From an optimization exercise on the open Yosys and OpenROAD flow, aimed at small area and few clock cycles; shortcuts taken in it are not production practice. Function was checked by simulation only, so behaviour that the tests miss may differ from the original. Power is estimated from default activity; no workload was simulated.

[flow/run.sh]
#!/bin/bash
# synth_recipe.tcl (not shown) runs the flow's synth.tcl, then flattens the netlist and writes it again
# the make line also repeats each setting of config.mk as NAME=value (left out here)
make -C /OpenROAD-flow-scripts/flow DESIGN_CONFIG=/design/flow/config.mk WORK_HOME=/design/flow/orfs CLKGATE_MAP_FILE= SYNTH_SCRIPT=/design/flow/synth_recipe.tcl finish
[flow/constraint.sdc]
create_clock -name core_clock -period 6.0 [get_ports {clk}]
set_input_delay 1.2000 -clock core_clock [delete_from_list [all_inputs] [get_ports {clk}]]
set_output_delay 1.2000 -clock core_clock [all_outputs]
set_load 0.01 [all_outputs]
[flow/config.mk]
export PLATFORM = sky130hd
export DESIGN_NAME = search_list
export DESIGN_NICKNAME = search_list
export VERILOG_FILES = /design/flow/design.v
export SDC_FILE = /design/flow/constraint.sdc
export NUM_CORES = 4
export LEC_CHECK = 0
export CAP_MARGIN = 20
export CORE_MARGIN = 2
export CORE_UTILIZATION = 40
export SLEW_MARGIN = 20
[flow/design.v]
package search_list_pkg;
   localparam int data_w = 64;
   localparam int addr_w = 48;
   localparam logic [data_w-1:0] null_ptr = '1;
   localparam int key_hi = 63;
   localparam int key_lo = 32;
   typedef struct packed {
      logic [data_w-1:0] fact_value;
      logic [data_w-1:0] ptr;
   } job_t;
   typedef struct packed {
      logic [data_w-1:0] dim_value;
      logic [data_w-1:0] next_ptr;
   } node_t;
   typedef struct packed {
      logic [data_w-1:0] fact_value;
      node_t             node;
   } join_t;
   typedef struct packed {
      logic [data_w-1:0] dim_value;
      logic [data_w-1:0] fact_value;
   } match_t;
   typedef enum logic [1:0] {
      issue_idle,
      issue_old,
      issue_new
   } issue_state_e;
endpackage
module job_fifo #(
   parameter int  fifo_depth  = 16,
   parameter int  afull_level = 12,
   parameter int  width       = 2 * search_list_pkg::data_w
) (
   input  logic     clk,
   input  logic     rst,
   input  logic     write_en,
   input  logic [width-1:0] write_data,
   output logic     afull,
   output logic     empty,
   input  logic     read_en,
   output logic [width-1:0] read_data
);
   localparam int ptr_w = (fifo_depth > 1) ? $clog2(fifo_depth) : 1;
   localparam int cnt_w = $clog2(fifo_depth + 1);
   logic [width-1:0] mem [fifo_depth];
   logic [ptr_w-1:0] wr_ptr;
   logic [ptr_w-1:0] rd_ptr;
   logic [cnt_w-1:0] count;
   always_ff @(posedge clk)
   begin
      if (write_en)
         mem[wr_ptr] <= write_data;
   end
   always_ff @(posedge clk)
   begin
      if (rst)
      begin
         wr_ptr <= '0;
         rd_ptr <= '0;
      end
      else
      begin
         if (write_en)
            wr_ptr <= (wr_ptr == ptr_w'(fifo_depth - 1)) ? '0 : wr_ptr + 1'b1;
         if (read_en)
            rd_ptr <= (rd_ptr == ptr_w'(fifo_depth - 1)) ? '0 : rd_ptr + 1'b1;
      end
   end
   always_ff @(posedge clk)
   begin
      if (rst)
         count <= '0;
      else if (write_en && !read_en)
         count <= count + 1'b1;
      else if (read_en && !write_en)
         count <= count - 1'b1;
   end
   assign read_data = mem[rd_ptr];
   assign empty     = (count == '0);
   assign afull     = (count >= cnt_w'(afull_level));
endmodule
module response_join #(
   parameter int fifo_depth  = 16,
   parameter int afull_level = 12
) (
   input  logic                                clk,
   input  logic                                rst,
   input  logic                                issue_strobe,
   input  logic [search_list_pkg::data_w-1:0]  issue_fact,
   input  logic                                rs0_write_en,
   input  logic [search_list_pkg::data_w-1:0]  rs0_data,
   input  logic                                rs1_write_en,
   input  logic [search_list_pkg::data_w-1:0]  rs1_data,
   output logic                                rs0_afull,
   output logic                                rs1_afull,
   output logic                                join_afull,
   output logic                                join_empty,
   input  logic                                join_read_en,
   output search_list_pkg::join_t              join_entry
);
   localparam int lead_w = $clog2(fifo_depth) + 2;
   logic fact_empty;
   logic dim_empty;
   logic next_empty;
   logic [lead_w-1:0] lead0;
   logic [lead_w-1:0] lead1;
   job_fifo #(.fifo_depth(fifo_depth), .afull_level(afull_level),
              .width(search_list_pkg::data_w)) fact_q (
      .clk(clk), .rst(rst), .write_en(issue_strobe), .write_data(issue_fact),
      .afull(join_afull), .empty(fact_empty), .read_en(join_read_en),
      .read_data(join_entry.fact_value));
   job_fifo #(.fifo_depth(fifo_depth), .afull_level(afull_level),
              .width(search_list_pkg::data_w)) dim_q (
      .clk(clk), .rst(rst), .write_en(rs0_write_en), .write_data(rs0_data),
      .afull(rs0_afull), .empty(dim_empty), .read_en(join_read_en),
      .read_data(join_entry.node.dim_value));
   job_fifo #(.fifo_depth(fifo_depth), .afull_level(afull_level),
              .width(search_list_pkg::data_w)) next_q (
      .clk(clk), .rst(rst), .write_en(rs1_write_en), .write_data(rs1_data),
      .afull(rs1_afull), .empty(next_empty), .read_en(join_read_en),
      .read_data(join_entry.node.next_ptr));
   assign join_empty = fact_empty || dim_empty || next_empty;
   always_ff @(posedge clk)
   begin
      if (rst)
      begin
         lead0 <= '0;
         lead1 <= '0;
      end
      else
      begin
         lead0 <= lead0 + lead_w'(issue_strobe) - lead_w'(rs0_write_en);
         lead1 <= lead1 + lead_w'(issue_strobe) - lead_w'(rs1_write_en);
      end
   end
endmodule
module request_issuer (
   input  logic                                clk,
   input  logic                                rst,
   input  logic                                new_job_empty,
   input  search_list_pkg::job_t               new_job,
   output logic                                new_job_read_en,
   input  logic                                rec_empty,
   input  search_list_pkg::job_t               rec_job,
   output logic                                rec_read_en,
   input  logic                                rq0_afull,
   input  logic                                rq1_afull,
   input  logic                                join_afull,
   output logic                                rq0_vld,
   output logic [search_list_pkg::addr_w-1:0]  rq0_address,
   output logic                                rq1_vld,
   output logic [search_list_pkg::addr_w-1:0]  rq1_address,
   output logic                                issue_strobe,
   output logic [search_list_pkg::data_w-1:0]  issue_fact,
   output search_list_pkg::issue_state_e       state
);
   search_list_pkg::issue_state_e     next_state;
   search_list_pkg::job_t             pick;
   logic                              new_valid;
   logic [search_list_pkg::addr_w-1:0] base;
   assign new_valid = (new_job.ptr != search_list_pkg::null_ptr);
   always_comb
   begin
      if (rq0_afull || rq1_afull || join_afull)
         next_state = search_list_pkg::issue_idle;
      else if (!rec_empty)
         next_state = search_list_pkg::issue_old;
      else if (!new_job_empty && new_valid)
         next_state = search_list_pkg::issue_new;
      else
         next_state = search_list_pkg::issue_idle;
   end
   always_ff @(posedge clk)
   begin
      if (rst)
         state <= search_list_pkg::issue_idle;
      else
         state <= next_state;
   end
   assign new_job_read_en = (!new_job_empty && !new_valid) ||
                            (next_state == search_list_pkg::issue_new);
   assign rec_read_en     = (next_state == search_list_pkg::issue_old);
   assign pick = (next_state == search_list_pkg::issue_old) ? rec_job : new_job;
   assign base = pick.ptr[search_list_pkg::addr_w-1:0];
   assign issue_strobe = (next_state != search_list_pkg::issue_idle);
   assign issue_fact   = pick.fact_value;
   assign rq0_vld      = issue_strobe;
   assign rq1_vld      = issue_strobe;
   assign rq0_address  = {base[search_list_pkg::addr_w-2:0], 1'b0};
   assign rq1_address  = {base[search_list_pkg::addr_w-2:0], 1'b1};
endmodule
module node_decider #(
   parameter int fifo_depth  = 16,
   parameter int afull_level = 12
) (
   input  logic                   clk,
   input  logic                   rst,
   input  logic                   join_empty,
   input  search_list_pkg::join_t join_entry,
   output logic                   join_read_en,
   output logic                   rec_empty,
   output search_list_pkg::job_t  rec_job,
   input  logic                   rec_read_en,
   output logic                   output_empty,
   input  logic                   output_read_en,
   output search_list_pkg::match_t output_data
);
   logic                    hit;
   logic                    last;
   logic                    rec_afull;
   logic                    out_afull;
   logic                    rec_write_en;
   logic                    out_write_en;
   search_list_pkg::job_t   rec_in;
   search_list_pkg::match_t out_in;
   assign hit  = (join_entry.node.dim_value[search_list_pkg::key_hi:search_list_pkg::key_lo] ==
                  join_entry.fact_value[search_list_pkg::key_hi:search_list_pkg::key_lo]);
   assign last = (join_entry.node.next_ptr == search_list_pkg::null_ptr);
   assign out_write_en = !join_empty && hit && !out_afull;
   assign rec_write_en = !join_empty && !hit && !last && !rec_afull;
   assign join_read_en = out_write_en || rec_write_en || (!join_empty && !hit && last);
   assign rec_in.fact_value = join_entry.fact_value;
   assign rec_in.ptr        = join_entry.node.next_ptr;
   assign out_in.dim_value  = join_entry.node.dim_value;
   assign out_in.fact_value = join_entry.fact_value;
   job_fifo #(.fifo_depth(fifo_depth), .afull_level(afull_level),
              .width(2 * search_list_pkg::data_w)) rec_q (
      .clk(clk), .rst(rst), .write_en(rec_write_en), .write_data(rec_in),
      .afull(rec_afull), .empty(rec_empty), .read_en(rec_read_en),
      .read_data(rec_job));
   job_fifo #(.fifo_depth(fifo_depth), .afull_level(afull_level),
              .width(2 * search_list_pkg::data_w)) out_q (
      .clk(clk), .rst(rst), .write_en(out_write_en), .write_data(out_in),
      .afull(out_afull), .empty(output_empty), .read_en(output_read_en),
      .read_data(output_data));
endmodule
module completion_monitor #(
   parameter int done_hold = 4
) (
   input  logic                          clk,
   input  logic                          rst,
   input  logic                          rq_strobe,
   input  logic                          rs0_write_en,
   input  logic                          rs1_write_en,
   input  logic                          new_job_empty,
   input  logic                          join_empty,
   input  logic                          rec_empty,
   input  logic                          output_empty,
   input  search_list_pkg::issue_state_e state,
   output logic                          done
);
   localparam int cnt_w = 16;
   localparam int run_w = $clog2(done_hold + 1);
   logic [cnt_w-1:0] pend0;
   logic [cnt_w-1:0] pend1;
   logic [run_w-1:0] run;
   logic             idle;
   always_ff @(posedge clk)
   begin
      if (rst)
      begin
         pend0 <= '0;
         pend1 <= '0;
      end
      else
      begin
         pend0 <= pend0 + cnt_w'(rq_strobe) - cnt_w'(rs0_write_en);
         pend1 <= pend1 + cnt_w'(rq_strobe) - cnt_w'(rs1_write_en);
      end
   end
   assign idle = new_job_empty && join_empty && rec_empty && output_empty &&
                 !rq_strobe && (pend0 == '0) && (pend1 == '0);
   always_ff @(posedge clk)
   begin
      if (rst || !idle)
         run <= '0;
      else if (run != run_w'(done_hold))
         run <= run + 1'b1;
   end
   assign done = (run == run_w'(done_hold));
endmodule
module search_list #(
   parameter int fifo_depth  = 16,
   parameter int afull_level = 12,
   parameter int done_hold   = 4
) (
   input  logic                                clk,
   input  logic                                rst,
   input  logic                                new_job_empty,
   input  logic [2*search_list_pkg::data_w-1:0] new_job,
   output logic                                new_job_read_en,
   output logic                                rq0_vld,
   output logic [search_list_pkg::addr_w-1:0]  rq0_address,
   input  logic                                rq0_afull,
   output logic                                rq1_vld,
   output logic [search_list_pkg::addr_w-1:0]  rq1_address,
   input  logic                                rq1_afull,
   input  logic                                rs0_write_en,
   input  logic [search_list_pkg::data_w-1:0]  rs0_data,
   output logic                                rs0_afull,
   input  logic                                rs1_write_en,
   input  logic [search_list_pkg::data_w-1:0]  rs1_data,
   output logic                                rs1_afull,
   output logic                                output_empty,
   input  logic                                output_read_en,
   output logic [2*search_list_pkg::data_w-1:0] output_data,
   output logic                                done
);
   logic                               issue_strobe;
   logic [search_list_pkg::data_w-1:0] issue_fact;
   logic                               join_afull;
   logic                               join_empty;
   logic                               join_read_en;
   search_list_pkg::join_t             join_entry;
   logic                               rec_empty;
   logic                               rec_read_en;
   search_list_pkg::job_t              rec_job;
   search_list_pkg::issue_state_e      state;
   request_issuer issuer (
      .clk(clk), .rst(rst), .new_job_empty(new_job_empty), .new_job(new_job),
      .new_job_read_en(new_job_read_en), .rec_empty(rec_empty), .rec_job(rec_job),
      .rec_read_en(rec_read_en), .rq0_afull(rq0_afull), .rq1_afull(rq1_afull),
      .join_afull(join_afull), .rq0_vld(rq0_vld), .rq0_address(rq0_address),
      .rq1_vld(rq1_vld), .rq1_address(rq1_address), .issue_strobe(issue_strobe),
      .issue_fact(issue_fact), .state(state));
   response_join #(.fifo_depth(fifo_depth), .afull_level(afull_level)) joiner (
      .clk(clk), .rst(rst), .issue_strobe(issue_strobe), .issue_fact(issue_fact),
      .rs0_write_en(rs0_write_en), .rs0_data(rs0_data), .rs1_write_en(rs1_write_en),
      .rs1_data(rs1_data), .rs0_afull(rs0_afull), .rs1_afull(rs1_afull),
      .join_afull(join_afull), .join_empty(join_empty), .join_read_en(join_read_en),
      .join_entry(join_entry));
   node_decider #(.fifo_depth(fifo_depth), .afull_level(afull_level)) decider (
      .clk(clk), .rst(rst), .join_empty(join_empty), .join_entry(join_entry),
      .join_read_en(join_read_en), .rec_empty(rec_empty), .rec_job(rec_job),
      .rec_read_en(rec_read_en), .output_empty(output_empty),
      .output_read_en(output_read_en), .output_data(output_data));
   completion_monitor #(.done_hold(done_hold)) monitor (
      .clk(clk), .rst(rst), .rq_strobe(issue_strobe), .rs0_write_en(rs0_write_en),
      .rs1_write_en(rs1_write_en), .new_job_empty(new_job_empty),
      .join_empty(join_empty), .rec_empty(rec_empty), .output_empty(output_empty),
      .state(state), .done(done));
endmodule
==> results.txt <==
Port Buffers about 500; Core Area about 0.66 mm2; htree depth 6; Worst Clk Skew between 90 and 100 ps; DR iter-0 viols 15000; First-pass DRT Iterations 6; Worst Setup Path Type reg -> reg; top cell type's share of synthesized area 0.778; VDD IR-drop max between 0.0003 and 0.0004 V; Routed wire per std cell 33.1 um; post-synthesis sequential area ratio 0.787; CP Max Fanout 30; vias in the first global route between 100k and 150k; Avg Inst Size Synth 24.1 um2; setup repair after global routing missed its margin false; via/cell ratio 5.76; GPL Wtd Cong 0.789; clock sink count around 7000; clk root buf clkbuf_16; total gr overflow 0; antenna violations before repair 96; CTS buffer count 712; Routed Antenna Nets 0; clk buf depth 4; P&R area growth vs syn 16.4%; largest net degree at the start of global routing 131; Distinct cells, synth 64; All-Layer GR Usage 0.209; Leak 93.9 nW; crit share post-route 0.953; Core Util, Final 0.467; first-pass GRT wire length ~1000000 um; CTS Hold Bufs 0; slew margin rel. 0.248; final hold vios 0; top post-synthesis cells by area edfxtp_1 (78%), mux4_2 (16%), dfxtp_1 (0.90%), mux2_2 (0.47%), a22oi_1 (0.46%); final net count 12500; drt total wl 718000 um; Crit. End Element flop; Slowest cell on crit path mux4_2; Synth top cells by count edfxtp_1 (6896), mux4_2 (1950), clkbuf_1 (325); Achievable Freq 175 MHz; CTS clk-pin slew, worst paths ~60 ps; CTS tree built; Yosys reg bits 7016; worst skew pair latency 1120 ps; fin. max-slew vios 0; Synth area leader edfxtp_1; share of post-route cells with drive strength above 1 0.297; async set or reset register ratio after synthesis 0; MaxCap Viol Count 0; worst path required time between 7000 and 8000 ps; DR DRC count 0; initial core utilization 0.401; Arr. time, crit path 6750 ps; CP cell instances buf_12 > buf_4 > mux4_2 > a32oi_1 > o21ai_2 > xor2_1 > nor4_1 > nand4_1 > or2_4 > a31o_4 > inv_2 > ha_1 > inv_1 > buf_4 > fa_1 > a21o_1 > a21oi_1 > xnor2_1 > or3_1 > a21oi_1; IO Count 495; yosys warns 5; mapped cell area 0.266 mm2; total power 123 mW; CP peak stage delay 540 ps; dpl hpwl 427000 um; Post-Synthesis Cells 11000; die extent in y 820 um; Worst Setup Start Kind flop; Die Wd 820 um; ys flop type edfxtp_1; Post-synth EDFFs 6896; setup violators final 0; Via Count around 120k; status timing/DRC/antenna clean; count leader, synth edfxtp_1; min Tclk post-route about 5700 ps; Syn Nets 11400; # rows 299; Worst-Margin Slew 1130 ps; Hold Crit Class reg -> reg; die area 0.672 mm2; PwrDens approximately 400 mW/mm2
[worst max-delay path, delay by kind of cell, from the launching register on]
family / cells / cell delay, ps
mux: 1 / 540
compound gates: 6 / 1240
fa+ha+maj: 2 / 660
flops: 1 / 440
simple gates: 4 / 1410
xor+xnor: 2 / 330
buf+inv: 5 / 990
[power by group]
part	switching [mW]	internal, mW	leakage [nW]
Sequential	0.431	58.4	63.1
Clock	18.9	24.9	11.3
Combinational	12.5	7.71	19.5
[layer usage]
metal  global-route usage  vias up  routed length [um]
li1                     -    49700                   -
met3               0.0373     1025               53900
met1                0.276    68600              278000
met5                    0        -                 224
met4               0.0557       34               20700
met2                0.361     5316              365000
[per-stage QoR]
stage,setup TNS [ps],cells,hold slack (ps),worst slack (ps),area (um2)
4_1_cts,0,21600,478,135,310000
2_1_floorplan,-751710,11000,458,-1370,267000
5_1_grt,0,21600,529,67.5,310000
3_3_place_gp,0,20300,471,80.1,286000
3_5_place_dp,0,20300,494,151,286000
6_report,0,21700,497,284,310000
[flip-flops by register name, indices dropped and copies added (netlist names), 5 cells and up, named ones only]
signal / count
joiner.dim_q.count: 5
joiner.fact_q.count: 5
decider.rec_q.mem: 1776
monitor.pend0: 16
monitor.pend1: 16
decider.out_q.count: 5
joiner.fact_q.mem: 1024
decider.rec_q.count: 5
decider.out_q.mem: 2048
joiner.next_q.mem: 1024
joiner.next_q.count: 5
joiner.dim_q.mem: 1024
[final cells by class]
| class | instances | area, um2 |
|---|---|---|
| Multi-Input combinational cell | 3307 | 54500 |
| Tap cell | 8879 | 11100 |
| Antenna cell | 46 | 115 |
| Clock inverter | 446 | 4650 |
| Clock buffer | 863 | 18500 |
| Timing Repair Buffer | 1026 | 11100 |
| Sequential cell | 7016 | 210000 |
| Inverter | 83 | 314 |
| Fill cell | 53300 | 353000 |
[cell usage in the layout (no fill, tap or decap), types with 111 or more instances in the layout]
cell type        Yosys  layout
clkinv_2             0     143
nor2_1             143     114
a22oi_1            163     152
clkdlybuf4s50_1      0     491
mux2_2             111     111
mux4_2            1950    1950
nand2_1            150     118
clkbuf_16            0     716
clkbuf_1           325     142
clkinv_1             0     156
buf_12               0     171
buf_4              109     360
edfxtp_1          6896    6896
[path summary, 6_finish.rpt]
kind | from | end | slack [ps] | cells after the start
max | flop | joiner.next_q.count[4] | 280 | 20
min | decider.rec_q.rd_ptr[3] | flop | 500 | 2
max reg2reg | flop | joiner.next_q.count[4] | 280 | 20
min reg2reg | decider.rec_q.rd_ptr[3] | flop | 500 | 2
[what timing repair did]
action | in CTS | in global routing
setup endpoints to repair | 0 | 3
resized for setup | 0 | 1
buffers inserted | 0 | 6
[logic make-up after synthesis]
kind of cell	share of synthesized area
buffers and inverters	0.0119
AO/OA/AOI/OAI	0.0101
multiplexers	0.172
XOR/XNOR	0.00293
AND/OR/NAND/NOR	0.0110
other	0.0000282
flip-flops	0.787
adder cells (fa/ha/maj)	0.00490
Testbench counts, summed over its fixed seeds: cycles 12,308.

==> static timing again, ports no longer ideal <==
Ports are ideal in the flow. The routed layout listed here was re-timed in OpenROAD.
Step 1 sets driving cells, clkbuf_16 on the clock port and buf_2 on the other inputs (assumed; they add their load-dependent delay and slew).
Step 2, shift: input delay + t, output delay - t, t = (earliest + latest rising clock arrival at the registers) / 2. This alone moves slack from input paths to output paths.
Slacks: ideal ports / drivers / drivers and shift; pairs: ideal ports / drivers.
t (ns): 1.217
setup slack, ns: 0.284 / 0.229 / 0.279
worst setup path at the end: input to register
worst slew at a driven data input, ns: 0.47
After both steps this run still meets setup and hold. For this run, drivers alone change the setup slack by -0.055 ns; drivers and shift together by -0.005 ns.
